Context: an optimization exercise on an open-source flow, tuned for small area, a short achievable clock period and few clock cycles per item. The choices shown serve that exercise and are no tape-out recipe. Only simulation tests tie the RTL to the original design; equivalence was not proved.

==> flow/config.mk <==
export PLATFORM = sky130hd
export DESIGN_NAME = md_ctrl
export DESIGN_NICKNAME = md_ctrl
export VERILOG_FILES = /design/flow/design.v
export SDC_FILE = /design/flow/constraint.sdc
export NUM_CORES = 4
export LEC_CHECK = 0
export ABC_AREA = 1
export CAP_MARGIN = 20
export CORE_MARGIN = 2
export CORE_UTILIZATION = 40
export SLEW_MARGIN = 70
export SYNTH_HIERARCHICAL = 1
==> flow/constraint.sdc <==
create_clock -name core_clock -period 80.0 [get_ports {Clk}]
set_input_delay 16.0000 -clock core_clock [delete_from_list [all_inputs] [get_ports {Clk}]]
set_output_delay 16.0000 -clock core_clock [all_outputs]
set_load 0.01 [all_outputs]
==> flow/design.v <==
module md_ctrl (
   input  logic        Clk,
   input  logic        Reset,
   input  logic        Start,
   input  logic [2:0]  Op,
   input  logic [31:0] A,
   input  logic [31:0] B,
   input  logic        Flush,
   output logic        Busy,
   output logic [31:0] HI,
   output logic [31:0] LO
);
   logic        r_busy;     
   logic        r_busy_o;   
   logic        r_ph;       
   logic        r_fix;      
   logic        r_div;      
   logic        r_uns;      
   logic [2:0]  r_cnt;      
   logic        r_qn;       
   logic        r_rn;       
   logic        r_y15;      
   logic [31:0] r_a;        
   logic [31:0] r_b;        
   logic [31:0] r_p;        
   logic [31:0] r_hi;
   logic [31:0] r_lo;
   logic        w_a16, w_b16, w_swap, w_mshort;
   always_comb begin
      w_a16    = (r_a[31:15] == 17'd0) | (~r_uns & (r_a[31:15] == '1));
      w_b16    = (r_b[31:15] == 17'd0) | (~r_uns & (r_b[31:15] == '1));
      w_swap   = ~r_ph & ~w_b16 & w_a16;
      w_mshort = w_a16 | w_b16;
   end
   logic [16:0] w_z;
   logic [31:0] w_mc;
   logic        w_msg;
   logic [33:0] w_m;
   logic [47:0] w_rows [8];
   logic [7:0]  w_neg;
   logic [47:0] w_acc;
   logic [47:0] w_ext;
   logic [47:0] w_sum;
   always_comb begin
      if (r_ph)
         w_z = {r_b[31:16], r_y15};
      else if (w_swap)
         w_z = {r_a[15:0], 1'b0};
      else
         w_z = {r_b[15:0], 1'b0};
      w_mc  = w_swap ? r_b : r_a;
      w_msg = ~r_uns & w_mc[31];
      w_m   = {w_msg, w_msg, w_mc};
      for (int j = 0; j < 8; j++) begin
         logic z0, z1, z2, one, two;
         logic [33:0] sel;
         z0  = w_z[2*j];
         z1  = w_z[2*j+1];
         z2  = w_z[2*j+2];
         w_neg[j] = z2 & ~(z1 & z0);
         one = z1 ^ z0;
         two = (z2 & ~z1 & ~z0) | (~z2 & z1 & z0);
         sel = ({34{one}} & w_m) | ({34{two}} & {w_m[32:0], 1'b0});
         sel = sel ^ {34{w_neg[j]}};
         w_rows[j] = 48'({~sel[33], sel[32:0]}) << (2*j);
      end
      for (int j = 0; j < 7; j++)
         w_rows[j+1][2*j] = w_neg[j];
      w_acc = 48'({~(r_ph & r_p[31]), r_p[30:0] & {31{r_ph}}});
      w_ext = (r_ph & r_uns & r_b[31]) ? {r_a, 16'd0} : 48'd0;
      w_ext[14] = w_neg[7];
   end
   logic c1, c2, c3, c4, c5, c6, c7, c8, c9, c10, c11, c12, c13, c14, c15, c16, c17, c18, c19, c20, c21, c22, c23, c24, c25, c26, c27, c28, c29, c30, c31, c32, c33, c34, c35, c36, c37, c38, c39, c40, c41, c42, c43, c44, c45, c46, c47, c48, c49, c50, c51, c52, c53, c54, c55, c56, c57, c58, c59, c60, c61, c62, c63, c64, c65, c66, c67, c68, c69, c70, c71, c72, c73, c74, c75, c76, c77, c78, c79, c80, c81, c82, c83, c84, c85, c86, c87, c88, c89, c90, c91, c92, c93, c94, c95, c96, c97, c98, c99, c100, c101, c102, c103, c104, c105, c106, c107, c108, c109, c110, c111, c112, c113, c114, c115, c116, c117, c118, c119, c120, c121, c122, c123, c124, c125, c126, c127, c128, c129, c130, c131, c132, c133, c134, c135, c136, c137, c138, c139, c140, c141, c142, c143, c144, c145, c146, c147, c148, c149, c150, c151, c152, c153, c154, c155, c156, c157, c158, c159, c160, c161, c162, c163, c164, c165, c166, c167, c168, c169, c170, c171, c172, c173, c174, c175, c176, c177, c178, c179, c180, c181, c182, c183, c184, c185, c186, c187, c188, c189, c190, c191, c192, c193, c194, c195, c196, c197, c198, c199, c200, c201, c202, c203, c204, c205, c206, c207, c208, c209, c210, c211, c212, c213, c214, c215, c216, c217, c218, c219, c220, c221, c222, c223, c224, c225, c226, c227, c228, c229, c230, c231, c232, c233, c234, c235, c236, c237, c238, c239, c240, c241, c242, c243, c244, c245, c246, c247, c248, c249, c250, c251, c252, c253, c254, c255, c256, c257, c258, c259, c260, c261, c262, c263, c264, c265, c266, c267, c268, c269, c270, c271, c272, c273, c274, c275, c276, c277, c278, c279, c280, c281, c282, c283, c284, c285, c286, c287, c288, c289, c290, c291, c292, c293, c294, c295, c296, c297, c298, c299, c300, c301, c302, c303, c304, c305, c306, c307, c308, c309, c310, c311, c312, c313, c314, c315, c316, c317, c318, c319, c320, c321, c322, c323, c324, c325, c326, c327, c328, c329, c330, c331, c332, c333, c334, c335, c336, c337, c338, c339, c340, c341, c342, c343, c344, c345, c346, c347, c348, c349, c350, c351, c352, c353, c354, c355, c356, c357, c358, c359, c360, c361, c362, c363, c364, c365, c366, c367, c368, c369, c370, c371, c372, c373, c374, c375, c376, c377, c378, c379, c380, c381, c382, c383, c384, c385, c386, c387, c388, c389, c390, c391, c392, c393, c394, c395, c396, c397, c398, c399, c400, c401, c402, c403, c404, c405, c406, c407, c408, c409, c410, c411, c412, c413, c414, c415, c416, c417, c418, c419, c420, c421, c422, c423, c424, c425, c426, c427, c428, c429, c430, c431, c432, c433, c434, c435, c436, c437, c438, c439, c440, c441, c442, c443, c444, c445, c446, c447, c448, c449, c450, c451, c452, c453, c454, c455, c456, c457, c458, c459, c460, c461, c462, c463, c464, c465, c466, c467, c468, c469, c470, c471, c472, c473, c474, c475, c476, c477, c478, c479, c480, c481, c482, c483, c484, c485, c486, c487, c488, c489, c490, c491, c492, c493, c494, c495, c496, c497, c498, c499, c500, c501, c502, c503, c504, c505, c506, c507, c508, c509, c510, c511, c512, c513, c514, c515, c516, c517, c518, c519, c520, c521, c522, c523, c524, c525, c526, c527, c528, c529, c530, c531, c532, c533, c534, c535, c536, c537, c538, c539, c540, c541, c542, c543, c544, c545, c546, c547, c548, c549, c550, c551, c552, c553, c554, c555, c556, c557, c558, c559, c560, c561, c562;
   logic [47:0] w_ta, w_tb;
   md_ha u_c1 (.a(w_rows[0][14]), .b(w_rows[1][14]), .s(c1), .co(c2));
   md_ha u_c3 (.a(w_rows[0][15]), .b(w_rows[1][15]), .s(c3), .co(c4));
   md_fa u_c5 (.a(w_rows[0][16]), .b(w_rows[1][16]), .c(w_rows[2][16]), .s(c5), .co(c6));
   md_fa u_c7 (.a(w_rows[0][17]), .b(w_rows[1][17]), .c(w_rows[2][17]), .s(c7), .co(c8));
   md_fa u_c9 (.a(w_rows[0][18]), .b(w_rows[1][18]), .c(w_rows[2][18]), .s(c9), .co(c10));
   md_fa u_c11 (.a(w_rows[0][19]), .b(w_rows[1][19]), .c(w_rows[2][19]), .s(c11), .co(c12));
   md_fa u_c13 (.a(w_rows[0][20]), .b(w_rows[1][20]), .c(w_rows[2][20]), .s(c13), .co(c14));
   md_fa u_c15 (.a(w_rows[0][21]), .b(w_rows[1][21]), .c(w_rows[2][21]), .s(c15), .co(c16));
   md_fa u_c17 (.a(w_rows[0][22]), .b(w_rows[1][22]), .c(w_rows[2][22]), .s(c17), .co(c18));
   md_fa u_c19 (.a(w_rows[0][23]), .b(w_rows[1][23]), .c(w_rows[2][23]), .s(c19), .co(c20));
   md_fa u_c21 (.a(w_rows[0][24]), .b(w_rows[1][24]), .c(w_rows[2][24]), .s(c21), .co(c22));
   md_fa u_c23 (.a(w_rows[0][25]), .b(w_rows[1][25]), .c(w_rows[2][25]), .s(c23), .co(c24));
   md_fa u_c25 (.a(w_rows[0][26]), .b(w_rows[1][26]), .c(w_rows[2][26]), .s(c25), .co(c26));
   md_fa u_c27 (.a(w_rows[0][27]), .b(w_rows[1][27]), .c(w_rows[2][27]), .s(c27), .co(c28));
   md_fa u_c29 (.a(w_rows[0][28]), .b(w_rows[1][28]), .c(w_rows[2][28]), .s(c29), .co(c30));
   md_fa u_c31 (.a(w_rows[0][29]), .b(w_rows[1][29]), .c(w_rows[2][29]), .s(c31), .co(c32));
   md_fa u_c33 (.a(w_rows[0][30]), .b(w_rows[1][30]), .c(w_rows[2][30]), .s(c33), .co(c34));
   md_fa u_c35 (.a(w_rows[0][31]), .b(w_rows[1][31]), .c(w_rows[2][31]), .s(c35), .co(c36));
   md_ha u_c37 (.a(w_rows[3][31]), .b(w_rows[4][31]), .s(c37), .co(c38));
   md_fa u_c39 (.a(w_rows[0][32]), .b(w_rows[1][32]), .c(w_rows[2][32]), .s(c39), .co(c40));
   md_ha u_c41 (.a(w_rows[3][32]), .b(w_rows[4][32]), .s(c41), .co(c42));
   md_fa u_c43 (.a(w_rows[0][33]), .b(w_rows[1][33]), .c(w_rows[2][33]), .s(c43), .co(c44));
   md_ha u_c45 (.a(w_rows[1][34]), .b(w_rows[2][34]), .s(c45), .co(c46));
   md_ha u_c47 (.a(w_rows[0][8]), .b(w_rows[1][8]), .s(c47), .co(c48));
   md_ha u_c49 (.a(w_rows[0][9]), .b(w_rows[1][9]), .s(c49), .co(c50));
   md_fa u_c51 (.a(w_rows[0][10]), .b(w_rows[1][10]), .c(w_rows[2][10]), .s(c51), .co(c52));
   md_ha u_c53 (.a(w_rows[3][10]), .b(w_rows[4][10]), .s(c53), .co(c54));
   md_fa u_c55 (.a(w_rows[0][11]), .b(w_rows[1][11]), .c(w_rows[2][11]), .s(c55), .co(c56));
   md_ha u_c57 (.a(w_rows[3][11]), .b(w_rows[4][11]), .s(c57), .co(c58));
   md_fa u_c59 (.a(w_rows[0][12]), .b(w_rows[1][12]), .c(w_rows[2][12]), .s(c59), .co(c60));
   md_fa u_c61 (.a(w_rows[3][12]), .b(w_rows[4][12]), .c(w_rows[5][12]), .s(c61), .co(c62));
   md_ha u_c63 (.a(w_rows[6][12]), .b(w_rows[7][12]), .s(c63), .co(c64));
   md_fa u_c65 (.a(w_rows[0][13]), .b(w_rows[1][13]), .c(w_rows[2][13]), .s(c65), .co(c66));
   md_fa u_c67 (.a(w_rows[3][13]), .b(w_rows[4][13]), .c(w_rows[5][13]), .s(c67), .co(c68));
   md_ha u_c69 (.a(w_rows[6][13]), .b(w_acc[13]), .s(c69), .co(c70));
   md_fa u_c71 (.a(c1), .b(w_rows[2][14]), .c(w_rows[3][14]), .s(c71), .co(c72));
   md_fa u_c73 (.a(w_rows[4][14]), .b(w_rows[5][14]), .c(w_rows[6][14]), .s(c73), .co(c74));
   md_fa u_c75 (.a(w_rows[7][14]), .b(w_acc[14]), .c(w_ext[14]), .s(c75), .co(c76));
   md_fa u_c77 (.a(c3), .b(w_rows[2][15]), .c(w_rows[3][15]), .s(c77), .co(c78));
   md_fa u_c79 (.a(w_rows[4][15]), .b(w_rows[5][15]), .c(w_rows[6][15]), .s(c79), .co(c80));
   md_fa u_c81 (.a(w_rows[7][15]), .b(w_acc[15]), .c(c2), .s(c81), .co(c82));
   md_fa u_c83 (.a(c5), .b(w_rows[3][16]), .c(w_rows[4][16]), .s(c83), .co(c84));
   md_fa u_c85 (.a(w_rows[5][16]), .b(w_rows[6][16]), .c(w_rows[7][16]), .s(c85), .co(c86));
   md_fa u_c87 (.a(w_acc[16]), .b(w_ext[16]), .c(c4), .s(c87), .co(c88));
   md_fa u_c89 (.a(c7), .b(w_rows[3][17]), .c(w_rows[4][17]), .s(c89), .co(c90));
   md_fa u_c91 (.a(w_rows[5][17]), .b(w_rows[6][17]), .c(w_rows[7][17]), .s(c91), .co(c92));
   md_fa u_c93 (.a(w_acc[17]), .b(w_ext[17]), .c(c6), .s(c93), .co(c94));
   md_fa u_c95 (.a(c9), .b(w_rows[3][18]), .c(w_rows[4][18]), .s(c95), .co(c96));
   md_fa u_c97 (.a(w_rows[5][18]), .b(w_rows[6][18]), .c(w_rows[7][18]), .s(c97), .co(c98));
   md_fa u_c99 (.a(w_acc[18]), .b(w_ext[18]), .c(c8), .s(c99), .co(c100));
   md_fa u_c101 (.a(c11), .b(w_rows[3][19]), .c(w_rows[4][19]), .s(c101), .co(c102));
   md_fa u_c103 (.a(w_rows[5][19]), .b(w_rows[6][19]), .c(w_rows[7][19]), .s(c103), .co(c104));
   md_fa u_c105 (.a(w_acc[19]), .b(w_ext[19]), .c(c10), .s(c105), .co(c106));
   md_fa u_c107 (.a(c13), .b(w_rows[3][20]), .c(w_rows[4][20]), .s(c107), .co(c108));
   md_fa u_c109 (.a(w_rows[5][20]), .b(w_rows[6][20]), .c(w_rows[7][20]), .s(c109), .co(c110));
   md_fa u_c111 (.a(w_acc[20]), .b(w_ext[20]), .c(c12), .s(c111), .co(c112));
   md_fa u_c113 (.a(c15), .b(w_rows[3][21]), .c(w_rows[4][21]), .s(c113), .co(c114));
   md_fa u_c115 (.a(w_rows[5][21]), .b(w_rows[6][21]), .c(w_rows[7][21]), .s(c115), .co(c116));
   md_fa u_c117 (.a(w_acc[21]), .b(w_ext[21]), .c(c14), .s(c117), .co(c118));
   md_fa u_c119 (.a(c17), .b(w_rows[3][22]), .c(w_rows[4][22]), .s(c119), .co(c120));
   md_fa u_c121 (.a(w_rows[5][22]), .b(w_rows[6][22]), .c(w_rows[7][22]), .s(c121), .co(c122));
   md_fa u_c123 (.a(w_acc[22]), .b(w_ext[22]), .c(c16), .s(c123), .co(c124));
   md_fa u_c125 (.a(c19), .b(w_rows[3][23]), .c(w_rows[4][23]), .s(c125), .co(c126));
   md_fa u_c127 (.a(w_rows[5][23]), .b(w_rows[6][23]), .c(w_rows[7][23]), .s(c127), .co(c128));
   md_fa u_c129 (.a(w_acc[23]), .b(w_ext[23]), .c(c18), .s(c129), .co(c130));
   md_fa u_c131 (.a(c21), .b(w_rows[3][24]), .c(w_rows[4][24]), .s(c131), .co(c132));
   md_fa u_c133 (.a(w_rows[5][24]), .b(w_rows[6][24]), .c(w_rows[7][24]), .s(c133), .co(c134));
   md_fa u_c135 (.a(w_acc[24]), .b(w_ext[24]), .c(c20), .s(c135), .co(c136));
   md_fa u_c137 (.a(c23), .b(w_rows[3][25]), .c(w_rows[4][25]), .s(c137), .co(c138));
   md_fa u_c139 (.a(w_rows[5][25]), .b(w_rows[6][25]), .c(w_rows[7][25]), .s(c139), .co(c140));
   md_fa u_c141 (.a(w_acc[25]), .b(w_ext[25]), .c(c22), .s(c141), .co(c142));
   md_fa u_c143 (.a(c25), .b(w_rows[3][26]), .c(w_rows[4][26]), .s(c143), .co(c144));
   md_fa u_c145 (.a(w_rows[5][26]), .b(w_rows[6][26]), .c(w_rows[7][26]), .s(c145), .co(c146));
   md_fa u_c147 (.a(w_acc[26]), .b(w_ext[26]), .c(c24), .s(c147), .co(c148));
   md_fa u_c149 (.a(c27), .b(w_rows[3][27]), .c(w_rows[4][27]), .s(c149), .co(c150));
   md_fa u_c151 (.a(w_rows[5][27]), .b(w_rows[6][27]), .c(w_rows[7][27]), .s(c151), .co(c152));
   md_fa u_c153 (.a(w_acc[27]), .b(w_ext[27]), .c(c26), .s(c153), .co(c154));
   md_fa u_c155 (.a(c29), .b(w_rows[3][28]), .c(w_rows[4][28]), .s(c155), .co(c156));
   md_fa u_c157 (.a(w_rows[5][28]), .b(w_rows[6][28]), .c(w_rows[7][28]), .s(c157), .co(c158));
   md_fa u_c159 (.a(w_acc[28]), .b(w_ext[28]), .c(c28), .s(c159), .co(c160));
   md_fa u_c161 (.a(c31), .b(w_rows[3][29]), .c(w_rows[4][29]), .s(c161), .co(c162));
   md_fa u_c163 (.a(w_rows[5][29]), .b(w_rows[6][29]), .c(w_rows[7][29]), .s(c163), .co(c164));
   md_fa u_c165 (.a(w_acc[29]), .b(w_ext[29]), .c(c30), .s(c165), .co(c166));
   md_fa u_c167 (.a(c33), .b(w_rows[3][30]), .c(w_rows[4][30]), .s(c167), .co(c168));
   md_fa u_c169 (.a(w_rows[5][30]), .b(w_rows[6][30]), .c(w_rows[7][30]), .s(c169), .co(c170));
   md_fa u_c171 (.a(w_acc[30]), .b(w_ext[30]), .c(c32), .s(c171), .co(c172));
   md_fa u_c173 (.a(c35), .b(c37), .c(w_rows[5][31]), .s(c173), .co(c174));
   md_fa u_c175 (.a(w_rows[6][31]), .b(w_rows[7][31]), .c(w_acc[31]), .s(c175), .co(c176));
   md_fa u_c179 (.a(c39), .b(c41), .c(w_rows[5][32]), .s(c179), .co(c180));
   md_fa u_c181 (.a(w_rows[6][32]), .b(w_rows[7][32]), .c(w_ext[32]), .s(c181), .co(c182));
   md_fa u_c185 (.a(c43), .b(w_rows[3][33]), .c(w_rows[4][33]), .s(c185), .co(c186));
   md_fa u_c187 (.a(w_rows[5][33]), .b(w_rows[6][33]), .c(w_rows[7][33]), .s(c187), .co(c188));
   md_fa u_c189 (.a(w_ext[33]), .b(c40), .c(c42), .s(c189), .co(c190));
   md_fa u_c191 (.a(c45), .b(w_rows[3][34]), .c(w_rows[4][34]), .s(c191), .co(c192));
   md_fa u_c193 (.a(w_rows[5][34]), .b(w_rows[6][34]), .c(w_rows[7][34]), .s(c193), .co(c194));
   md_fa u_c197 (.a(w_rows[1][35]), .b(w_rows[2][35]), .c(w_rows[3][35]), .s(c197), .co(c198));
   md_fa u_c199 (.a(w_rows[4][35]), .b(w_rows[5][35]), .c(w_rows[6][35]), .s(c199), .co(c200));
   md_fa u_c201 (.a(w_rows[7][35]), .b(w_ext[35]), .c(c46), .s(c201), .co(c202));
   md_fa u_c203 (.a(w_rows[2][36]), .b(w_rows[3][36]), .c(w_rows[4][36]), .s(c203), .co(c204));
   md_fa u_c205 (.a(w_rows[5][36]), .b(w_rows[6][36]), .c(w_rows[7][36]), .s(c205), .co(c206));
   md_fa u_c209 (.a(w_rows[2][37]), .b(w_rows[3][37]), .c(w_rows[4][37]), .s(c209), .co(c210));
   md_fa u_c211 (.a(w_rows[5][37]), .b(w_rows[6][37]), .c(w_rows[7][37]), .s(c211), .co(c212));
   md_fa u_c213 (.a(w_rows[3][38]), .b(w_rows[4][38]), .c(w_rows[5][38]), .s(c213), .co(c214));
   md_ha u_c215 (.a(w_rows[6][38]), .b(w_rows[7][38]), .s(c215), .co(c216));
   md_fa u_c217 (.a(w_rows[3][39]), .b(w_rows[4][39]), .c(w_rows[5][39]), .s(c217), .co(c218));
   md_ha u_c219 (.a(w_rows[4][40]), .b(w_rows[5][40]), .s(c219), .co(c220));
   md_ha u_c221 (.a(w_rows[0][4]), .b(w_rows[1][4]), .s(c221), .co(c222));
   md_ha u_c223 (.a(w_rows[0][5]), .b(w_rows[1][5]), .s(c223), .co(c224));
   md_fa u_c225 (.a(w_rows[0][6]), .b(w_rows[1][6]), .c(w_rows[2][6]), .s(c225), .co(c226));
   md_ha u_c227 (.a(w_rows[3][6]), .b(w_rows[4][6]), .s(c227), .co(c228));
   md_fa u_c229 (.a(w_rows[0][7]), .b(w_rows[1][7]), .c(w_rows[2][7]), .s(c229), .co(c230));
   md_ha u_c231 (.a(w_rows[3][7]), .b(w_acc[7]), .s(c231), .co(c232));
   md_fa u_c233 (.a(c47), .b(w_rows[2][8]), .c(w_rows[3][8]), .s(c233), .co(c234));
   md_fa u_c235 (.a(w_rows[4][8]), .b(w_rows[5][8]), .c(w_acc[8]), .s(c235), .co(c236));
   md_fa u_c237 (.a(c49), .b(w_rows[2][9]), .c(w_rows[3][9]), .s(c237), .co(c238));
   md_fa u_c239 (.a(w_rows[4][9]), .b(w_acc[9]), .c(c48), .s(c239), .co(c240));
   md_fa u_c241 (.a(c51), .b(c53), .c(w_rows[5][10]), .s(c241), .co(c242));
   md_fa u_c243 (.a(w_rows[6][10]), .b(w_acc[10]), .c(c50), .s(c243), .co(c244));
   md_fa u_c245 (.a(c55), .b(c57), .c(w_rows[5][11]), .s(c245), .co(c246));
   md_fa u_c247 (.a(w_acc[11]), .b(c52), .c(c54), .s(c247), .co(c248));
   md_fa u_c249 (.a(c59), .b(c61), .c(c63), .s(c249), .co(c250));
   md_fa u_c251 (.a(w_acc[12]), .b(c56), .c(c58), .s(c251), .co(c252));
   md_fa u_c253 (.a(c65), .b(c67), .c(c69), .s(c253), .co(c254));
   md_fa u_c255 (.a(c60), .b(c62), .c(c64), .s(c255), .co(c256));
   md_fa u_c257 (.a(c71), .b(c73), .c(c75), .s(c257), .co(c258));
   md_fa u_c259 (.a(c66), .b(c68), .c(c70), .s(c259), .co(c260));
   md_fa u_c261 (.a(c77), .b(c79), .c(c81), .s(c261), .co(c262));
   md_fa u_c263 (.a(c72), .b(c74), .c(c76), .s(c263), .co(c264));
   md_fa u_c265 (.a(c83), .b(c85), .c(c87), .s(c265), .co(c266));
   md_fa u_c267 (.a(c78), .b(c80), .c(c82), .s(c267), .co(c268));
   md_fa u_c269 (.a(c89), .b(c91), .c(c93), .s(c269), .co(c270));
   md_fa u_c271 (.a(c84), .b(c86), .c(c88), .s(c271), .co(c272));
   md_fa u_c273 (.a(c95), .b(c97), .c(c99), .s(c273), .co(c274));
   md_fa u_c275 (.a(c90), .b(c92), .c(c94), .s(c275), .co(c276));
   md_fa u_c277 (.a(c101), .b(c103), .c(c105), .s(c277), .co(c278));
   md_fa u_c279 (.a(c96), .b(c98), .c(c100), .s(c279), .co(c280));
   md_fa u_c281 (.a(c107), .b(c109), .c(c111), .s(c281), .co(c282));
   md_fa u_c283 (.a(c102), .b(c104), .c(c106), .s(c283), .co(c284));
   md_fa u_c285 (.a(c113), .b(c115), .c(c117), .s(c285), .co(c286));
   md_fa u_c287 (.a(c108), .b(c110), .c(c112), .s(c287), .co(c288));
   md_fa u_c289 (.a(c119), .b(c121), .c(c123), .s(c289), .co(c290));
   md_fa u_c291 (.a(c114), .b(c116), .c(c118), .s(c291), .co(c292));
   md_fa u_c293 (.a(c125), .b(c127), .c(c129), .s(c293), .co(c294));
   md_fa u_c295 (.a(c120), .b(c122), .c(c124), .s(c295), .co(c296));
   md_fa u_c297 (.a(c131), .b(c133), .c(c135), .s(c297), .co(c298));
   md_fa u_c299 (.a(c126), .b(c128), .c(c130), .s(c299), .co(c300));
   md_fa u_c301 (.a(c137), .b(c139), .c(c141), .s(c301), .co(c302));
   md_fa u_c303 (.a(c132), .b(c134), .c(c136), .s(c303), .co(c304));
   md_fa u_c305 (.a(c143), .b(c145), .c(c147), .s(c305), .co(c306));
   md_fa u_c307 (.a(c138), .b(c140), .c(c142), .s(c307), .co(c308));
   md_fa u_c309 (.a(c149), .b(c151), .c(c153), .s(c309), .co(c310));
   md_fa u_c311 (.a(c144), .b(c146), .c(c148), .s(c311), .co(c312));
   md_fa u_c313 (.a(c155), .b(c157), .c(c159), .s(c313), .co(c314));
   md_fa u_c315 (.a(c150), .b(c152), .c(c154), .s(c315), .co(c316));
   md_fa u_c317 (.a(c161), .b(c163), .c(c165), .s(c317), .co(c318));
   md_fa u_c319 (.a(c156), .b(c158), .c(c160), .s(c319), .co(c320));
   md_fa u_c321 (.a(c167), .b(c169), .c(c171), .s(c321), .co(c322));
   md_fa u_c323 (.a(c162), .b(c164), .c(c166), .s(c323), .co(c324));
   md_fa u_c325 (.a(c173), .b(c175), .c(c177), .s(c325), .co(c326));
   md_fa u_c327 (.a(c168), .b(c170), .c(c172), .s(c327), .co(c328));
   md_fa u_c329 (.a(c179), .b(c181), .c(c183), .s(c329), .co(c330));
   md_fa u_c331 (.a(c174), .b(c176), .c(c178), .s(c331), .co(c332));
   md_fa u_c333 (.a(c185), .b(c187), .c(c189), .s(c333), .co(c334));
   md_fa u_c335 (.a(c180), .b(c182), .c(c184), .s(c335), .co(c336));
   md_fa u_c337 (.a(c191), .b(c193), .c(c195), .s(c337), .co(c338));
   md_fa u_c339 (.a(c186), .b(c188), .c(c190), .s(c339), .co(c340));
   md_fa u_c341 (.a(c197), .b(c199), .c(c201), .s(c341), .co(c342));
   md_fa u_c343 (.a(c192), .b(c194), .c(c196), .s(c343), .co(c344));
   md_fa u_c345 (.a(c203), .b(c205), .c(c207), .s(c345), .co(c346));
   md_fa u_c347 (.a(c198), .b(c200), .c(c202), .s(c347), .co(c348));
   md_fa u_c349 (.a(c209), .b(c211), .c(w_ext[37]), .s(c349), .co(c350));
   md_fa u_c351 (.a(c204), .b(c206), .c(c208), .s(c351), .co(c352));
   md_fa u_c353 (.a(c213), .b(c215), .c(w_ext[38]), .s(c353), .co(c354));
   md_fa u_c357 (.a(c217), .b(w_rows[6][39]), .c(w_rows[7][39]), .s(c357), .co(c358));
   md_fa u_c359 (.a(w_ext[39]), .b(c214), .c(c216), .s(c359), .co(c360));
   md_fa u_c361 (.a(c219), .b(w_rows[6][40]), .c(w_rows[7][40]), .s(c361), .co(c362));
   md_fa u_c365 (.a(w_rows[4][41]), .b(w_rows[5][41]), .c(w_rows[6][41]), .s(c365), .co(c366));
   md_fa u_c367 (.a(w_rows[7][41]), .b(w_ext[41]), .c(c220), .s(c367), .co(c368));
   md_fa u_c369 (.a(w_rows[5][42]), .b(w_rows[6][42]), .c(w_rows[7][42]), .s(c369), .co(c370));
   md_fa u_c373 (.a(w_rows[5][43]), .b(w_rows[6][43]), .c(w_rows[7][43]), .s(c373), .co(c374));
   md_ha u_c375 (.a(w_rows[6][44]), .b(w_rows[7][44]), .s(c375), .co(c376));
   md_ha u_c377 (.a(w_rows[0][2]), .b(w_rows[1][2]), .s(c377), .co(c378));
   md_ha u_c379 (.a(w_rows[0][3]), .b(w_rows[1][3]), .s(c379), .co(c380));
   md_fa u_c381 (.a(c221), .b(w_rows[2][4]), .c(w_rows[3][4]), .s(c381), .co(c382));
   md_fa u_c383 (.a(c223), .b(w_rows[2][5]), .c(w_acc[5]), .s(c383), .co(c384));
   md_fa u_c385 (.a(c225), .b(c227), .c(w_acc[6]), .s(c385), .co(c386));
   md_fa u_c387 (.a(c229), .b(c231), .c(c226), .s(c387), .co(c388));
   md_fa u_c389 (.a(c233), .b(c235), .c(c230), .s(c389), .co(c390));
   md_fa u_c391 (.a(c237), .b(c239), .c(c234), .s(c391), .co(c392));
   md_fa u_c393 (.a(c241), .b(c243), .c(c238), .s(c393), .co(c394));
   md_fa u_c395 (.a(c245), .b(c247), .c(c242), .s(c395), .co(c396));
   md_fa u_c397 (.a(c249), .b(c251), .c(c246), .s(c397), .co(c398));
   md_fa u_c399 (.a(c253), .b(c255), .c(c250), .s(c399), .co(c400));
   md_fa u_c401 (.a(c257), .b(c259), .c(c254), .s(c401), .co(c402));
   md_fa u_c403 (.a(c261), .b(c263), .c(c258), .s(c403), .co(c404));
   md_fa u_c405 (.a(c265), .b(c267), .c(c262), .s(c405), .co(c406));
   md_fa u_c407 (.a(c269), .b(c271), .c(c266), .s(c407), .co(c408));
   md_fa u_c409 (.a(c273), .b(c275), .c(c270), .s(c409), .co(c410));
   md_fa u_c411 (.a(c277), .b(c279), .c(c274), .s(c411), .co(c412));
   md_fa u_c413 (.a(c281), .b(c283), .c(c278), .s(c413), .co(c414));
   md_fa u_c415 (.a(c285), .b(c287), .c(c282), .s(c415), .co(c416));
   md_fa u_c417 (.a(c289), .b(c291), .c(c286), .s(c417), .co(c418));
   md_fa u_c419 (.a(c293), .b(c295), .c(c290), .s(c419), .co(c420));
   md_fa u_c421 (.a(c297), .b(c299), .c(c294), .s(c421), .co(c422));
   md_fa u_c423 (.a(c301), .b(c303), .c(c298), .s(c423), .co(c424));
   md_fa u_c425 (.a(c305), .b(c307), .c(c302), .s(c425), .co(c426));
   md_fa u_c427 (.a(c309), .b(c311), .c(c306), .s(c427), .co(c428));
   md_fa u_c429 (.a(c313), .b(c315), .c(c310), .s(c429), .co(c430));
   md_fa u_c431 (.a(c317), .b(c319), .c(c314), .s(c431), .co(c432));
   md_fa u_c433 (.a(c321), .b(c323), .c(c318), .s(c433), .co(c434));
   md_fa u_c435 (.a(c325), .b(c327), .c(c322), .s(c435), .co(c436));
   md_fa u_c437 (.a(c329), .b(c331), .c(c326), .s(c437), .co(c438));
   md_fa u_c439 (.a(c333), .b(c335), .c(c330), .s(c439), .co(c440));
   md_fa u_c441 (.a(c337), .b(c339), .c(c334), .s(c441), .co(c442));
   md_fa u_c443 (.a(c341), .b(c343), .c(c338), .s(c443), .co(c444));
   md_fa u_c445 (.a(c345), .b(c347), .c(c342), .s(c445), .co(c446));
   md_fa u_c447 (.a(c349), .b(c351), .c(c346), .s(c447), .co(c448));
   md_fa u_c449 (.a(c353), .b(c355), .c(c350), .s(c449), .co(c450));
   md_fa u_c451 (.a(c357), .b(c359), .c(c354), .s(c451), .co(c452));
   md_fa u_c453 (.a(c361), .b(c363), .c(c358), .s(c453), .co(c454));
   md_fa u_c455 (.a(c365), .b(c367), .c(c362), .s(c455), .co(c456));
   md_fa u_c457 (.a(c369), .b(c371), .c(c366), .s(c457), .co(c458));
   md_fa u_c459 (.a(c373), .b(w_ext[43]), .c(c370), .s(c459), .co(c460));
   md_fa u_c461 (.a(c375), .b(w_ext[44]), .c(c374), .s(c461), .co(c462));
   md_fa u_c463 (.a(w_rows[6][45]), .b(w_rows[7][45]), .c(w_ext[45]), .s(c463), .co(c464));
   md_ha u_c465 (.a(w_rows[7][46]), .b(w_ext[46]), .s(c465), .co(c466));
   md_ha u_c467 (.a(w_rows[0][0]), .b(w_rows[1][0]), .s(c467), .co(c468));
   md_ha u_c469 (.a(w_rows[0][1]), .b(w_acc[1]), .s(c469), .co(c470));
   md_fa u_c471 (.a(c377), .b(w_rows[2][2]), .c(w_acc[2]), .s(c471), .co(c472));
   md_fa u_c473 (.a(c379), .b(w_acc[3]), .c(c378), .s(c473), .co(c474));
   md_fa u_c475 (.a(c381), .b(w_acc[4]), .c(c380), .s(c475), .co(c476));
   md_fa u_c477 (.a(c383), .b(c222), .c(c382), .s(c477), .co(c478));
   md_fa u_c479 (.a(c385), .b(c224), .c(c384), .s(c479), .co(c480));
   md_fa u_c481 (.a(c387), .b(c228), .c(c386), .s(c481), .co(c482));
   md_fa u_c483 (.a(c389), .b(c232), .c(c388), .s(c483), .co(c484));
   md_fa u_c485 (.a(c391), .b(c236), .c(c390), .s(c485), .co(c486));
   md_fa u_c487 (.a(c393), .b(c240), .c(c392), .s(c487), .co(c488));
   md_fa u_c489 (.a(c395), .b(c244), .c(c394), .s(c489), .co(c490));
   md_fa u_c491 (.a(c397), .b(c248), .c(c396), .s(c491), .co(c492));
   md_fa u_c493 (.a(c399), .b(c252), .c(c398), .s(c493), .co(c494));
   md_fa u_c495 (.a(c401), .b(c256), .c(c400), .s(c495), .co(c496));
   md_fa u_c497 (.a(c403), .b(c260), .c(c402), .s(c497), .co(c498));
   md_fa u_c499 (.a(c405), .b(c264), .c(c404), .s(c499), .co(c500));
   md_fa u_c501 (.a(c407), .b(c268), .c(c406), .s(c501), .co(c502));
   md_fa u_c503 (.a(c409), .b(c272), .c(c408), .s(c503), .co(c504));
   md_fa u_c505 (.a(c411), .b(c276), .c(c410), .s(c505), .co(c506));
   md_fa u_c507 (.a(c413), .b(c280), .c(c412), .s(c507), .co(c508));
   md_fa u_c509 (.a(c415), .b(c284), .c(c414), .s(c509), .co(c510));
   md_fa u_c511 (.a(c417), .b(c288), .c(c416), .s(c511), .co(c512));
   md_fa u_c513 (.a(c419), .b(c292), .c(c418), .s(c513), .co(c514));
   md_fa u_c515 (.a(c421), .b(c296), .c(c420), .s(c515), .co(c516));
   md_fa u_c517 (.a(c423), .b(c300), .c(c422), .s(c517), .co(c518));
   md_fa u_c519 (.a(c425), .b(c304), .c(c424), .s(c519), .co(c520));
   md_fa u_c521 (.a(c427), .b(c308), .c(c426), .s(c521), .co(c522));
   md_fa u_c523 (.a(c429), .b(c312), .c(c428), .s(c523), .co(c524));
   md_fa u_c525 (.a(c431), .b(c316), .c(c430), .s(c525), .co(c526));
   md_fa u_c527 (.a(c433), .b(c320), .c(c432), .s(c527), .co(c528));
   md_fa u_c529 (.a(c435), .b(c324), .c(c434), .s(c529), .co(c530));
   md_fa u_c531 (.a(c437), .b(c328), .c(c436), .s(c531), .co(c532));
   md_fa u_c533 (.a(c439), .b(c332), .c(c438), .s(c533), .co(c534));
   md_fa u_c535 (.a(c441), .b(c336), .c(c440), .s(c535), .co(c536));
   md_fa u_c537 (.a(c443), .b(c340), .c(c442), .s(c537), .co(c538));
   md_fa u_c539 (.a(c445), .b(c344), .c(c444), .s(c539), .co(c540));
   md_fa u_c541 (.a(c447), .b(c348), .c(c446), .s(c541), .co(c542));
   md_fa u_c543 (.a(c449), .b(c352), .c(c448), .s(c543), .co(c544));
   md_fa u_c545 (.a(c451), .b(c356), .c(c450), .s(c545), .co(c546));
   md_fa u_c547 (.a(c453), .b(c360), .c(c452), .s(c547), .co(c548));
   md_fa u_c549 (.a(c455), .b(c364), .c(c454), .s(c549), .co(c550));
   md_fa u_c551 (.a(c457), .b(c368), .c(c456), .s(c551), .co(c552));
   md_fa u_c553 (.a(c459), .b(c372), .c(c458), .s(c553), .co(c554));
   md_fa u_c557 (.a(c463), .b(c376), .c(c462), .s(c557), .co(c558));
   md_fa u_c561 (.a(w_rows[7][47]), .b(w_ext[47]), .c(c466), .s(c561), .co(c562));
   always_comb begin
      c177 = w_ext[31] ^ c34 ^ 1'b1;
      c178 = (w_ext[31] & c34) | (w_ext[31] & 1'b1) | (c34 & 1'b1);
      c183 = c36 ^ c38 ^ 1'b1;
      c184 = (c36 & c38) | (c36 & 1'b1) | (c38 & 1'b1);
      c195 = w_ext[34] ^ c44 ^ 1'b1;
      c196 = (w_ext[34] & c44) | (w_ext[34] & 1'b1) | (c44 & 1'b1);
      c207 = w_ext[36] ^ 1'b1;
      c208 = w_ext[36] & 1'b1;
      c355 = c210 ^ c212 ^ 1'b1;
      c356 = (c210 & c212) | (c210 & 1'b1) | (c212 & 1'b1);
      c363 = w_ext[40] ^ c218 ^ 1'b1;
      c364 = (w_ext[40] & c218) | (w_ext[40] & 1'b1) | (c218 & 1'b1);
      c371 = w_ext[42] ^ 1'b1;
      c372 = w_ext[42] & 1'b1;
      c555 = c461 ^ c460 ^ 1'b1;
      c556 = (c461 & c460) | (c461 & 1'b1) | (c460 & 1'b1);
      c559 = c465 ^ c464 ^ 1'b1;
      c560 = (c465 & c464) | (c465 & 1'b1) | (c464 & 1'b1);
      w_ta = {c561, c559, c557, c555, c553, c551, c549, c547, c545, c543, c541, c539, c537, c535, c533, c531, c529, c527, c525, c523, c521, c519, c517, c515, c513, c511, c509, c507, c505, c503, c501, c499, c497, c495, c493, c491, c489, c487, c485, c483, c481, c479, c477, c475, c473, c471, c469, c467};
      w_tb = {c560, c558, c556, c554, c552, c550, c548, c546, c544, c542, c540, c538, c536, c534, c532, c530, c528, c526, c524, c522, c520, c518, c516, c514, c512, c510, c508, c506, c504, c502, c500, c498, c496, c494, c492, c490, c488, c486, c484, c482, c480, c478, c476, c474, c472, c470, c468, w_acc[0]};
   end
   function automatic logic [47:0] bkadd(input logic [47:0] x,
                                         input logic [47:0] y);
      logic [47:0] p, g, pp, gg;
      p = x ^ y;
      g = x & y;
      gg = g;
      pp = p;
      for (int i = 1; i <= 6; i++)
         for (int j = (1 << i) - 1; j < 48; j += (1 << i)) begin
            gg[j] = gg[j] | (pp[j] & gg[j - (1 << (i-1))]);
            pp[j] = pp[j] & pp[j - (1 << (i-1))];
         end
      for (int i = 6; i > 0; i--)
         for (int j = (1 << i) + (1 << (i-1)) - 1; j < 48; j += (1 << i)) begin
            gg[j] = gg[j] | (pp[j] & gg[j - (1 << (i-1))]);
            pp[j] = pp[j] & pp[j - (1 << (i-1))];
         end
      bkadd = p ^ {gg[46:0], 1'b0};
   endfunction
   assign w_sum = bkadd(w_ta, w_tb);
   function automatic logic [31:0] cneg(input logic [31:0] x,
                                        input logic c);
      logic [31:0] t;
      logic        k;
      t = x ^ {32{c}};
      k = c;
      for (int i = 0; i < 32; i++) begin
         cneg[i] = t[i] ^ k;
         k = t[i] & k;
      end
   endfunction
   function automatic logic [5:0] bitlen(input logic [31:0] v);
      bitlen = 6'd0;
      for (int i = 0; i < 32; i++)
         if (v[i]) bitlen = 6'(i + 1);
   endfunction
   logic        w_an, w_bn;
   logic [31:0] w_ua, w_ub;
   logic [5:0]  w_la, w_lb;
   logic        w_bz;
   logic        w_short;    
   logic [5:0]  w_nq;       
   logic [2:0]  w_c;        
   logic [2:0]  w_sk;       
   logic [63:0] w_norm;
   always_comb begin
      w_an    = ~r_uns & r_a[31];
      w_bn    = ~r_uns & r_b[31];
      w_ua    = cneg(r_a, r_fix ? r_qn : w_an);
      w_ub    = cneg(r_b, r_fix ? r_rn : w_bn);
      w_la    = bitlen(w_ua);
      w_lb    = bitlen(w_ub);
      w_bz    = (r_b == 32'd0);
      w_short = (w_la < w_lb);
      w_nq    = w_la - w_lb + 6'd4;
      w_c     = w_nq[4:2];
      w_sk    = 3'd0 - w_nq[4:2];
      w_norm  = {32'd0, w_ua} << {w_sk, 2'b00};
   end
   function automatic logic [33:0] bksub(input logic [32:0] x,
                                         input logic [32:0] y);
      logic [32:0] p, g, pp, gg, c;
      p = x ^ ~y;
      g = x & ~y;
      gg = g;
      gg[0] = g[0] | p[0];    
      pp = p;
      for (int i = 1; i <= 6; i++)
         for (int j = (1 << i) - 1; j < 33; j += (1 << i)) begin
            gg[j] = gg[j] | (pp[j] & gg[j - (1 << (i-1))]);
            pp[j] = pp[j] & pp[j - (1 << (i-1))];
         end
      for (int i = 6; i > 0; i--)
         for (int j = (1 << i) + (1 << (i-1)) - 1; j < 33; j += (1 << i)) begin
            gg[j] = gg[j] | (pp[j] & gg[j - (1 << (i-1))]);
            pp[j] = pp[j] & pp[j - (1 << (i-1))];
         end
      c = {gg[31:0], 1'b1};
      bksub = {gg[32], p ^ c};
   endfunction
   logic [31:0] w_r [5];
   logic [31:0] w_q [5];
   always_comb begin
      w_r[0] = r_p;
      w_q[0] = r_a;
      for (int i = 0; i < 4; i++) begin
         logic [33:0] t;
         t = bksub({w_r[i], w_q[i][31]}, {1'b0, r_b});
         w_r[i+1] = t[33] ? t[31:0] : {w_r[i][30:0], w_q[i][31]};
         w_q[i+1] = {w_q[i][30:0], t[33]};
      end
   end
   logic w_done;
   logic w_issue;
   always_comb begin
      w_issue = Start & ~Flush & ~Op[2];
      if (Flush)
         w_done = 1'b1;
      else if (!r_div)
         w_done = r_ph | w_mshort;
      else if (r_fix)
         w_done = 1'b1;
      else if (!r_ph)
         w_done = w_bz | w_short;
      else
         w_done = (r_cnt == 3'd1) & ~r_qn & ~r_rn;
   end
   always_ff @(posedge Clk) begin
      if (!Reset) begin
         r_busy   <= 1'b0;
         r_busy_o <= 1'b0;
      end else begin
         r_busy   <= r_busy   ? ~w_done : w_issue;
         r_busy_o <= r_busy_o ? ~w_done : w_issue;
      end
   end
   always_ff @(posedge Clk) begin
      if (!Reset) begin
         r_hi <= 32'd0;
         r_lo <= 32'd0;
      end else if (!r_busy) begin
         if (Start && !Flush && Op == 3'd4) r_hi <= A;
         if (Start && !Flush && Op == 3'd5) r_lo <= A;
      end else if (!r_div) begin
         if (r_ph) begin
            r_hi <= w_sum[47:16];
            r_lo <= {w_sum[15:0], r_b[15:0]};
         end else if (w_mshort) begin
            r_hi <= {{16{w_sum[47]}}, w_sum[47:32]};
            r_lo <= w_sum[31:0];
         end
      end else if (r_fix) begin
         r_hi <= w_ub;
         r_lo <= w_ua;
      end else if (!r_ph) begin
         if (!w_bz && w_short) begin
            r_hi <= r_a;
            r_lo <= 32'd0;
         end
      end else if (r_cnt == 3'd1 && !r_qn && !r_rn) begin
         r_hi <= w_r[4];
         r_lo <= w_q[4];
      end
   end
   always_ff @(posedge Clk) begin
      if (!r_busy) begin
         r_ph  <= 1'b0;
         r_fix <= 1'b0;
         r_div <= Op[1];
         r_uns <= Op[0];
         r_a   <= A;
         r_b   <= B;
      end else begin
         r_ph <= 1'b1;
         if (!r_div) begin
            if (!r_ph) begin
               r_p        <= w_sum[47:16];
               r_b[15:0]  <= w_sum[15:0];
               r_y15      <= r_b[15];
            end
         end else if (!r_ph) begin
            r_qn  <= w_an ^ w_bn;
            r_rn  <= w_an;
            r_cnt <= w_c;
            r_p   <= w_norm[63:32];
            r_a   <= w_norm[31:0];
            r_b   <= w_ub;
         end else begin
            r_cnt <= r_cnt - 3'd1;
            r_p   <= w_r[4];
            r_a   <= w_q[4];
            if (r_cnt == 3'd1) begin
               r_fix <= 1'b1;
               r_b   <= w_r[4];
            end
         end
      end
   end
   assign Busy = r_busy_o;
   assign HI   = r_hi;
   assign LO   = r_lo;
endmodule
module md_fa (
   input  logic a,
   input  logic b,
   input  logic c,
   output logic s,
   output logic co
);
   assign s  = a ^ b ^ c;
   assign co = (a & b) | (a & c) | (b & c);
endmodule
module md_ha (
   input  logic a,
   input  logic b,
   output logic s,
   output logic co
);
   assign s  = a ^ b;
   assign co = a & b;
endmodule
==> flow/flow/run.sh <==
#!/bin/bash
# Standard layout, except that the port buffers are buf_2 cells rather than
# the default delay buffers, so the fixed input/output delays are not
# lengthened by the port buffers themselves.
set -euo pipefail
export BUFFER_PORTS_ARGS="-buffer_cell sky130_fd_sc_hd__buf_2"
bash standard.sh finish > standard_flow.log 2>&1
==> flow/standard.sh <==
#!/bin/bash
# synth_recipe.tcl (not shown) runs the flow's synth.tcl, then flattens the netlist and writes it again
# the make line also repeats each setting of config.mk as NAME=value (left out here)
make -C /OpenROAD-flow-scripts/flow DESIGN_CONFIG=/design/flow/config.mk WORK_HOME=/design/flow/orfs CLKGATE_MAP_FILE= SYNTH_SCRIPT=/design/flow/synth_recipe.tcl "${@:-finish}"
==> results of run 1 <==
[cell usage in the layout, fill, tap and decap left out, types with 119 or more instances in the layout]
| master | instances |
|---|---|
| buf_2 | 156 |
| nand3_1 | 128 |
| fa_1 | 329 |
| ha_1 | 277 |
| o22ai_1 | 261 |
| inv_1 | 397 |
| nand2_1 | 840 |
| nor2_1 | 209 |
| a21oi_1 | 199 |
| xor2_1 | 368 |
| o21ai_0 | 199 |
| o21ai_1 | 119 |
[final timing paths]
kind / from / end / slack, ns / cells past startpoint
worst max-delay path: Flush / r_lo[4] / 62.85 / 11
worst min-delay path: r_lo[21] / r_lo[21] / 0.47 / 2
worst max register to register: r_a[31] / r_hi[31] / 63.86 / 81
worst min register to register: r_lo[21] / r_lo[21] / 0.47 / 2
[cells by family after synthesis]
group,synth area share
AOI/OAI and AO/OA,0.197
adders and majority gates,0.307
xor gates and xnor gates,0.109
DFF,0.134
and+or+nand+nor,0.164
muxes,0.00461
buffers and inverters,0.0846
[metal layers]
layer,track usage,vias to the layer above
li1,-,14813
met1,0.474,16276
met2,0.545,2316
met3,0.0897,518
met4,0.255,8
met5,0,-
[worst min-delay path, delay by kind of cell (launching register included)]
kind / cells / cell delay (ns)
flops: 1 / 0.31
simple gates: 1 / 0.05
compound gates: 1 / 0.06
[Yosys stat by module (local to each module, per instance)]
module	cells	times used	area, sq um
md_ctrl	4086	1	28100
md_ha	1	23	12.5
md_fa	1	249	20.0
[Yosys cell counts, types with 9 or more instances]
library cell / instances / area, sq um
nand4_1: 43 / 269
o21ai_1: 106 / 531
o21ai_0: 244 / 1220
o211ai_1: 67 / 503
nand3b_1: 9 / 67.6
nor3_1: 16 / 80.1
fa_1: 338 / 6770
a21boi_0: 25 / 188
buf_2: 52 / 260
nor2_1: 228 / 856
inv_1: 420 / 1580
a21o_1: 25 / 188
o21bai_1: 20 / 150
clkbuf_1: 200 / 751
a21oi_1: 214 / 1070
xnor2_1: 35 / 307
o221ai_1: 19 / 166
a31oi_1: 13 / 81.3
nor4_1: 25 / 156
nand3_1: 131 / 656
or2_2: 11 / 68.8
ha_1: 280 / 3500
o22ai_1: 265 / 1660
a221oi_1: 17 / 149
xor2_1: 380 / 3330
clkinv_1: 11 / 41.3
edfxtp_1: 104 / 3120
a211o_1: 11 / 96.3
dfxtp_1: 68 / 1360
buf_1: 28 / 105
mux2_2: 11 / 124
nand2_1: 846 / 3180
[final cells by class]
cell class / instances / area share
Sequential cell: 172 / 0.120
Clock inverter: 15 / 0.00584
Clock buffer: 17 / 0.0114
Inverter: 439 / 0.0449
Timing Repair Buffer: 303 / 0.0595
Multi-Input combinational cell: 3460 / 0.722
Tap cell: 1070 / 0.0359
Antenna cell: 7 / 0.000469
[flip-flops by register name, indices dropped and copies added (netlist names)]
name      cells
r_lo         32
r_qn          1
r_y15         1
r_hi         32
r_a          32
r_busy_o      1
r_ph          1
r_div         1
r_cnt         3
r_uns         1
r_p          32
r_b          32
r_busy        1
r_fix         1
r_rn          1
[per-stage QoR]
stage	utilization	instances	hold WS, ns	setup WS [ns]
final	0.453	5483	0.472	62.85
after global routing	0.453	5477	0.491	62.65
after CTS	0.450	5468	0.476	62.82
after detailed placement	0.442	5436	0.463	62.30
after global placement	0.427	5386	0.442	61.55
after floorplan	-	4358	0.329	62.85
==> notes.md, run 1 <==
Inserted Clock Buffers = 17
RSZ-0062 raised after global routing = false
Critical Path, Cell by Cell = buf_2 -> inv_1 -> nand2_1 -> nor3_1 -> a21oi_1 -> nor2_2 -> buf_4 -> nand3_4 -> buf_16 -> nand2_1 -> a21boi_0
Post-Synthesis Cells = 4358
Die W = 293 um
DR WL met2 = 67500 um
Initial DRT Pass Iterations = 9
area of the multi-input gates = 26900 sq um
Post-DRT Antenna Nets = 0
Post-Syn Nets = 5047
uppermost layer routed = met5
Crit Path Max Fanout = 32
CP max stage delay = 0.34 ns
Worst slew margin = 0.632
yosys warns = 13
WL/cell = 29.1 um
critical path's most frequent cell = nand2_1
port bufs = 135
crit share post-route = 0.214
Final Hold Fails = 0
met3 WL = 17900 um
initial antenna violation count = 8
H-tree levels = 4
GRT Total Usage = 0.369
clk buf depth = 2
Max Freq = 58.3 MHz
PostCTS Resize Cnt = 0
Main synth FF type = edfxtp_1
post-detail-place hpwl = 122000 um
I/O pins = 136
DR vias/cell = 6.19
CP required = 80.37 ns
worst slew pin tran = 0.551 ns
initial core utilization = 0.406
routability cong. = 1.08
Hold Crit Class = reg -> reg
post-layout net count = 5082
Clock transition at path regs = 0.08 ns
register area share after synthesis = 0.134
die area = 85800 sq um
CP top delay family = buffers and inverters
Avg Cell Area, Syn = 7.67 sq um
# fillers = 8242
Critical-path top delay cell = buf_4
floorplan row count = 105
via count = 33931
design area = 37300 sq um
DRT iter0 DRCs = 4669
share of cells above drive strength 1 = 0.125
total gr overflow = 0
critical path startpoint category = input port
Setup Crit Path Kind = in -> reg
setup TNS = 0 ns
Layout area overhead = 11.7%
largest net degree at the start of global routing = 71
post-placement cell area = 36400 sq um
post-route minimum period = 17.15 ns
vias in the first global route = 32029
Core Area = 82400 sq um
Post-synth EDFFs = 104
DR DRC count = 0
CP Capture Type = flip-flop
CTS tree = built
Die Y = 293 um
Max Cap Viol = 0
Sink Count = 172
synthesized flop and latch total = 172
clock root buffer = clkbuf_16
Slew Viols, Final = 0
clock latency (worst-skew pair) = 0.49 ns
Setup Skew = 0.0183 ns
WP buf/inv = 4
final-report setup violation count = 0
CTS hold repair buffers = 0
status = timing/DRC/antenna clean
Synth async-reset ratio = 0
Total Wirelength = 159000 um
DRT met1 WL = 60400 um
Data arrival, critical path = 17.52 ns
Setup Buffers After CTS = 0
post-synth cell types = 56
mapped cell area = 33400 sq um
register area = 4490 sq um
first-pass GRT wire length = 230000 um
Testbench counts, summed over its fixed seeds: cycles 13,576, items 4,800.
==> inputs of run 2 (changes only) <==
--- a/flow/config.mk
+++ b/flow/config.mk
@@ -9,5 +9,5 @@
 export CAP_MARGIN = 20
 export CORE_MARGIN = 2
 export CORE_UTILIZATION = 40
-export SLEW_MARGIN = 70
+export SLEW_MARGIN = 20
 export SYNTH_HIERARCHICAL = 1
==> notes.md, run 2 <==
DR WL met2 = 66800 um (-1.0%)
Main synth FF type = edfxtp_1
worst hold path depth = 2 (unchanged)
via count = 33556 (-1.1%)
clock root buffer = clkbuf_16
status = timing/DRC/antenna clean
synthesized flop and latch total = 172 (unchanged)
cell taking the most area after synthesis = fa_1
Avg Cell Area, Syn = 7.67 sq um (unchanged)
Commonest cells post-synth = 846 x nand2_1, 420 x inv_1, 380 x xor2_1
clk buf depth = 2 (unchanged)
Setup Crit Path Kind = in -> reg
worst hold slack = 0.477 ns (+0.00428 ns)
Total Wirelength = 158000 um (-0.59%)
H-tree levels = 4 (unchanged)
clock latency (worst-skew pair) = 0.49 ns (about the same)
vias in the first global route = 31689 (-1.1%)
DRT met1 WL = 59800 um (-0.95%)
Clock transition at path regs = 0.08 ns (about the same)
mapped cell area = 33400 sq um (unchanged)
commonest cells after routing, fill and taps aside = 840 x nand2_1, 419 x inv_1, 379 x xor2_1, 337 x fa_1, 280 x ha_1
post-synth cell types = 56 (unchanged)
register area share after synthesis = 0.134 (unchanged)
yosys warns = 13 (unchanged)
Core Area = 82400 sq um (unchanged)
share of cells above drive strength 1 = 0.0892 (-0.0356)
CTS tree = built
Crit Path Max Fanout = 33 (+3.1%)
CP Capture Type = flip-flop
crit share post-route = 0.219 (+0.00455)
port bufs = 135 (unchanged)
Data arrival, critical path = 17.90 ns (+0.38 ns)
Final Core Density = 0.435 (-0.0181)
total gr overflow = 0 (unchanged)
Synth area leaders = fa_1 20%, ha_1 10%, xor2_1 10%
die area = 85800 sq um (unchanged)
RSZ-0062 raised after global routing = false
critical path startpoint category = input port
DR DRC count = 0 (unchanged)
CTS hold repair buffers = 0 (unchanged)
GRT Total Usage = 0.365 (-0.00370)
Post-Syn Nets = 5047 (unchanged)
Setup Skew = 0.0167 ns (-0.00165 ns)
routability cong. = 1.08 (unchanged)
PostCTS Resize Cnt = 0 (unchanged)
Register-to-Register Path Depth = 73 (-9.9%)
Setup Buffers After CTS = 0 (unchanged)
I/O pins = 136 (unchanged)
post-route minimum period = 17.51 ns (+0.364 ns)
worst slew pin tran = 1.21 ns (+0.661 ns)
final-report setup violation count = 0 (unchanged)
Final Hold Fails = 0 (unchanged)
Slew Viols, Final = 0 (unchanged)
post-layout net count = 5026 (-1.1%)
floorplan row count = 105 (unchanged)
Inserted Clock Buffers = 17 (unchanged)
Sink Count = 172 (unchanged)
post-placement cell area = 35200 sq um (-3.4%)
Max Cap Viol = 0 (unchanged)
initial antenna violation count = 8 (unchanged)
Max Freq = 57.1 MHz (-2.1%)
uppermost layer routed = met5
Post-DRT Antenna Nets = 0 (unchanged)
setup TNS = 0 ns (unchanged)
Post-synth EDFFs = 104 (unchanged)
Die W = 293 um (unchanged)
initial core utilization = 0.406 (unchanged)
CP required = 80.38 ns (about the same)
Initial DRT Pass Iterations = 6 (-3)
Worst slew margin = 0.187 (-0.446)
DRT iter0 DRCs = 4786 (+2.5%)
share of the synthesized area in the top cell type = 0.203 (unchanged)
largest net degree at the start of global routing = 80 (+13%)
Hold Crit Class = reg -> reg
Post-Synthesis Cells = 4358 (unchanged)
post-detail-place hpwl = 120000 um (-1.7%)
dominant cell by count in the synthesized netlist = nand2_1
Die Y = 293 um (unchanged)
design area = 35800 sq um (-4.0%)
Layout area overhead = 7.22%
DR vias/cell = 6.19 (about the same)
first-pass GRT wire length = 227000 um (-1.2%)
WL/cell = 29.2 um (+0.48%)
Synth async-reset ratio = 0 (unchanged)
commonest non-fill, non-tap cell in the layout = nand2_1
met3 WL = 18100 um (+1.4%)
==> run 2: cell types whose count changed in the layout (fill, tap and decap cells not counted), sizes merged <==
| cell | delta |
|---|---|
| inv | +1 |
| clkinv | -1 |
| bufinv | -1 |
| buf | -48 |
| clkbuf | -3 |
| diode | -2 |
| clkdlybuf4s15 | -4 |
==> run 2: cell families after synthesis <==
kind of cell	count (synthesis)	share of synthesized area
xor+xnor	415	0.109
fa+ha+maj	618	0.307
buf+inv	726	0.0846
compound gates	1087	0.197
mux	14	0.00461
simple gates	1326	0.164
flops	172	0.134
==> run 2: final cells by class <==
cell class | instances | area [sq um]
diodes | 5 | 12.5
clock buffers | 18 | 429
clock inverters | 14 | 133
fillers | 8392 | 46600
inverters | 439 | 1650
multi-input cells | 3460 | 26200
flip-flops and latches | 172 | 4490
well taps | 1070 | 1340
repair buffers | 247 | 1520
==> run 2: per-stage QoR <==
| stage | setup WS (ns) | cells |
|---|---|---|
| 6_report | 62.49 | 5425 |
| 3_3_place_gp | 61.55 | 5386 |
| 3_5_place_dp | 62.04 | 5386 |
| 4_1_cts | 62.55 | 5418 |
| 5_1_grt | 61.61 | 5420 |
| 2_1_floorplan | 62.85 | 4358 |
==> run 2: critical path, cell delays in order <==
cell	delay, ns
buf_2	0.09
inv_1	0.05
nand2_1	0.08
nor3_1	0.13
a21oi_1	0.09
nor2_2	0.13
buf_4	0.34
nand3_2	0.60
nor2_1	0.28
nor2_1	0.07
==> run 2: final timing paths <==
kind	start	end	slack (ns)
worst max-delay path	Flush	r_lo[0]	62.49
worst min-delay path	r_lo[24]	r_lo[24]	0.48
worst max register to register	r_a[31]	r_hi[16]	62.50
worst min register to register	r_lo[24]	r_lo[24]	0.48
==> run 2: per-layer routing <==
metal,up-vias,GRT usage
li1,14698,-
met1,16126,0.468
met2,2217,0.540
met3,509,0.0896
met4,6,0.255
met5,-,0
==> run 2: per-module statistics from Yosys, one instance, submodules excluded <==
module / area [sq um] / times used / flip-flops and latches
md_fa: 20.0 / 249 / 0
md_ctrl: 28100 / 1 / 172
md_ha: 12.5 / 23 / 0
==> inputs of run 3 (changes only) <==
--- a/flow/config.mk
+++ b/flow/config.mk
@@ -6,8 +6,8 @@
 export NUM_CORES = 4
 export LEC_CHECK = 0
 export ABC_AREA = 1
-export CAP_MARGIN = 20
+export CAP_MARGIN = 50
 export CORE_MARGIN = 2
 export CORE_UTILIZATION = 40
-export SLEW_MARGIN = 20
+export SLEW_MARGIN = 60
 export SYNTH_HIERARCHICAL = 1
==> notes.md, run 3 <==
status = timing/DRC/antenna clean
first-pass GRT wire length = 227000 um (about the same)
vias in the first global route = 31943 (+0.80%)
Max Cap Viol = 0 (unchanged)
clock root buffer = clkbuf_16
post-layout net count = 5039 (+0.26%)
Hold Crit Class = reg -> reg
largest net degree at the start of global routing = 80 (unchanged)
Setup Skew = 0.0166 ns (-0.0000754 ns)
final-report setup violation count = 0 (unchanged)
post-route minimum period = 17.23 ns (-0.280 ns)
commonest non-fill, non-tap cell in the layout = nand2_1
Main synth FF type = edfxtp_1
Post-synth EDFFs = 104 (unchanged)
Post-Syn Nets = 5047 (unchanged)
Total Wirelength = 158000 um (-0.52%)
CP required = 80.37 ns (about the same)
Setup Crit Path Kind = in -> reg
Final Core Density = 0.441 (+0.00633)
final std cells w/o fill = 5437 (+0.22%)
Worst slew margin = 0.523 (+0.337)
DRT met1 WL = 59700 um (-0.23%)
Slew Viols, Final = 0 (unchanged)
met3 WL = 16900 um (-6.7%)
Layout area overhead = 8.78%
initial core utilization = 0.406 (unchanged)
commonest cells after routing, fill and taps aside = 840 x nand2_1, 405 x inv_1, 371 x xor2_1, 335 x fa_1, 279 x ha_1
Die W = 293 um (unchanged)
CTS hold repair buffers = 0 (unchanged)
register area share after synthesis = 0.134 (unchanged)
Final Hold Fails = 0 (unchanged)
setup TNS = 0 ns (unchanged)
DR DRC count = 0 (unchanged)
routability cong. = 1.08 (unchanged)
share of cells above drive strength 1 = 0.102 (+0.0131)
worst setup margin = 62.77 ns (+0.280 ns)
I/O pins = 136 (unchanged)
Synth area leaders = fa_1 20%, ha_1 10%, xor2_1 10%
placed cell count = 5397 (+0.20%)
Synth async-reset ratio = 0 (unchanged)
Die Y = 293 um (unchanged)
total gr overflow = 0 (unchanged)
Core Area = 82400 sq um (unchanged)
RSZ-0062 raised after global routing = false
Placement Setup Slack = 62.29 ns (+0.255 ns)
Data arrival, critical path = 17.60 ns (-0.30 ns)
CP Capture Type = flip-flop
worst slew pin tran = 0.708 ns (-0.504 ns)
cell taking the most area after synthesis = fa_1
Max Freq = 58.0 MHz (+1.6%)
post-detail-place hpwl = 121000 um (+0.62%)
worst hold slack = 0.479 ns (+0.00236 ns)
Clock transition at path regs = 0.08 ns (about the same)
Setup Buffers After CTS = 0 (unchanged)
DRT iter0 DRCs = 4709 (-1.6%)
initial antenna violation count = 7 (-1)
yosys warns = 13 (unchanged)
post-synth cell types = 56 (unchanged)
design area = 36300 sq um (+1.5%)
Avg Cell Area, Syn = 7.67 sq um (unchanged)
clock latency (worst-skew pair) = 0.48 ns (about the same)
PostCTS Resize Cnt = 0 (unchanged)
uppermost layer routed = met5
dominant cell by count in the synthesized netlist = nand2_1
via count = 33699 (+0.43%)
GRT Total Usage = 0.365 (-0.000581)
post-placement cell area = 35600 sq um (+1.1%)
Initial DRT Pass Iterations = 8 (+2)
worst reg2reg setup slack = 63.51 ns (+1.01 ns)
WL/cell = 29.0 um (-0.74%)
clk buf depth = 2 (unchanged)
DR vias/cell = 6.20 (+0.20%)
Sink Count = 172 (unchanged)
Inserted Clock Buffers = 17 (unchanged)
mapped cell area = 33400 sq um (unchanged)
CTS tree = built
DR WL met2 = 67500 um (+1.0%)
crit share post-route = 0.215 (-0.00350)
Crit Path Max Fanout = 33 (unchanged)
share of the synthesized area in the top cell type = 0.203 (unchanged)
Post-DRT Antenna Nets = 0 (unchanged)
synthesized flop and latch total = 172 (unchanged)
Post-Synthesis Cells = 4358 (unchanged)
floorplan row count = 105 (unchanged)
die area = 85800 sq um (unchanged)
critical path startpoint category = input port
port bufs = 135 (unchanged)
H-tree levels = 4 (unchanged)
Commonest cells post-synth = 846 x nand2_1, 420 x inv_1, 380 x xor2_1
## run 3: cell counts after synthesis
No cell type changed its count.
## run 3: kinds of logic after synthesis
family                     after synthesis  share of synthesized area
and+or+nand+nor                       1326                      0.164
AOI/OAI and AO/OA                     1087                      0.197
buffers and inverters                  726                     0.0846
adders and majority gates              618                      0.307
xor gates and xnor gates               415                      0.109
DFF                                    172                      0.134
muxes                                   14                    0.00461
## run 3: path summary, 6_finish.rpt
path	from	to	depth (start not counted)
hold reg to reg	r_lo[17]	r_lo[17]	2
setup / recovery	Flush	r_lo[0]	10
setup reg to reg	r_b[4]	r_hi[31]	74
hold / removal	r_lo[17]	r_lo[17]	2
## run 3: per-layer routing
layer,track usage,vias up
li1,-,14749
met1,0.465,16262
met2,0.542,2157
met3,0.0843,529
met4,0.256,2
met5,0.0199,-
## run 3: area by class of cell
class                           count  area (sq um)
Inverter                          439          1660
Tap cell                         1070          1340
Clock buffer                       17           425
Clock inverter                     14           171
Antenna cell                        5          12.5
Multi-Input combinational cell   3460         26500
Sequential cell                   172          4490
Fill cell                        8349         46000
Timing Repair Buffer              260          1720
## run 3: Yosys stat by module (local to each module, per instance)
module | cells | flops+latches | area (sq um)
md_ctrl | 4086 | 172 | 28100
md_ha | 1 | 0 | 12.5
md_fa | 1 | 0 | 20.0
## run 3: worst max-delay path: stages
cell     delay, ns
buf_2         0.09
inv_1         0.06
nand2_1       0.08
nor3_1        0.13
a21oi_1       0.09
nor2_2        0.12
buf_4         0.34
nand3_4       0.38
nor2_1        0.21
nor2_1        0.06

[afterwards: timing with drivers on the ports]
Ports are ideal in the flow. The routed layouts listed here were re-timed in OpenROAD.
Step 1 assumes that a clkbuf_16 drives the clock port and a buf_2 every other input.
Step 2 times the ports against the registers' clock, not the clock port: input delays grow and output delays shrink by t, the midpoint of the rising clock arrivals with the driver on.
a / b / c = no drivers / after step 1 / after step 2; a / b = the first two.
run | t (ns) | slack for setup (ns) | hold slack, ns | worst slew at a driven data input, ns | cell pins on the clock port's net
run 1 | 0.544 | 62.854 / 62.845 / 62.350 | 0.472 / 0.473 / 0.473 | 0.09 | 1
run 2 | 0.548 | 62.490 / 62.501 / 61.987 | 0.477 / 0.477 / 0.477 | 0.10 | 1
run 3 | 0.534 | 62.769 / 62.789 / 62.255 | 0.479 / 0.479 / 0.479 | 0.10 | 1
After both steps every run listed still meets setup and hold. For run 3, which loses most, drivers alone change the setup slack by +0.020 ns; drivers and shift together by -0.514 ns.
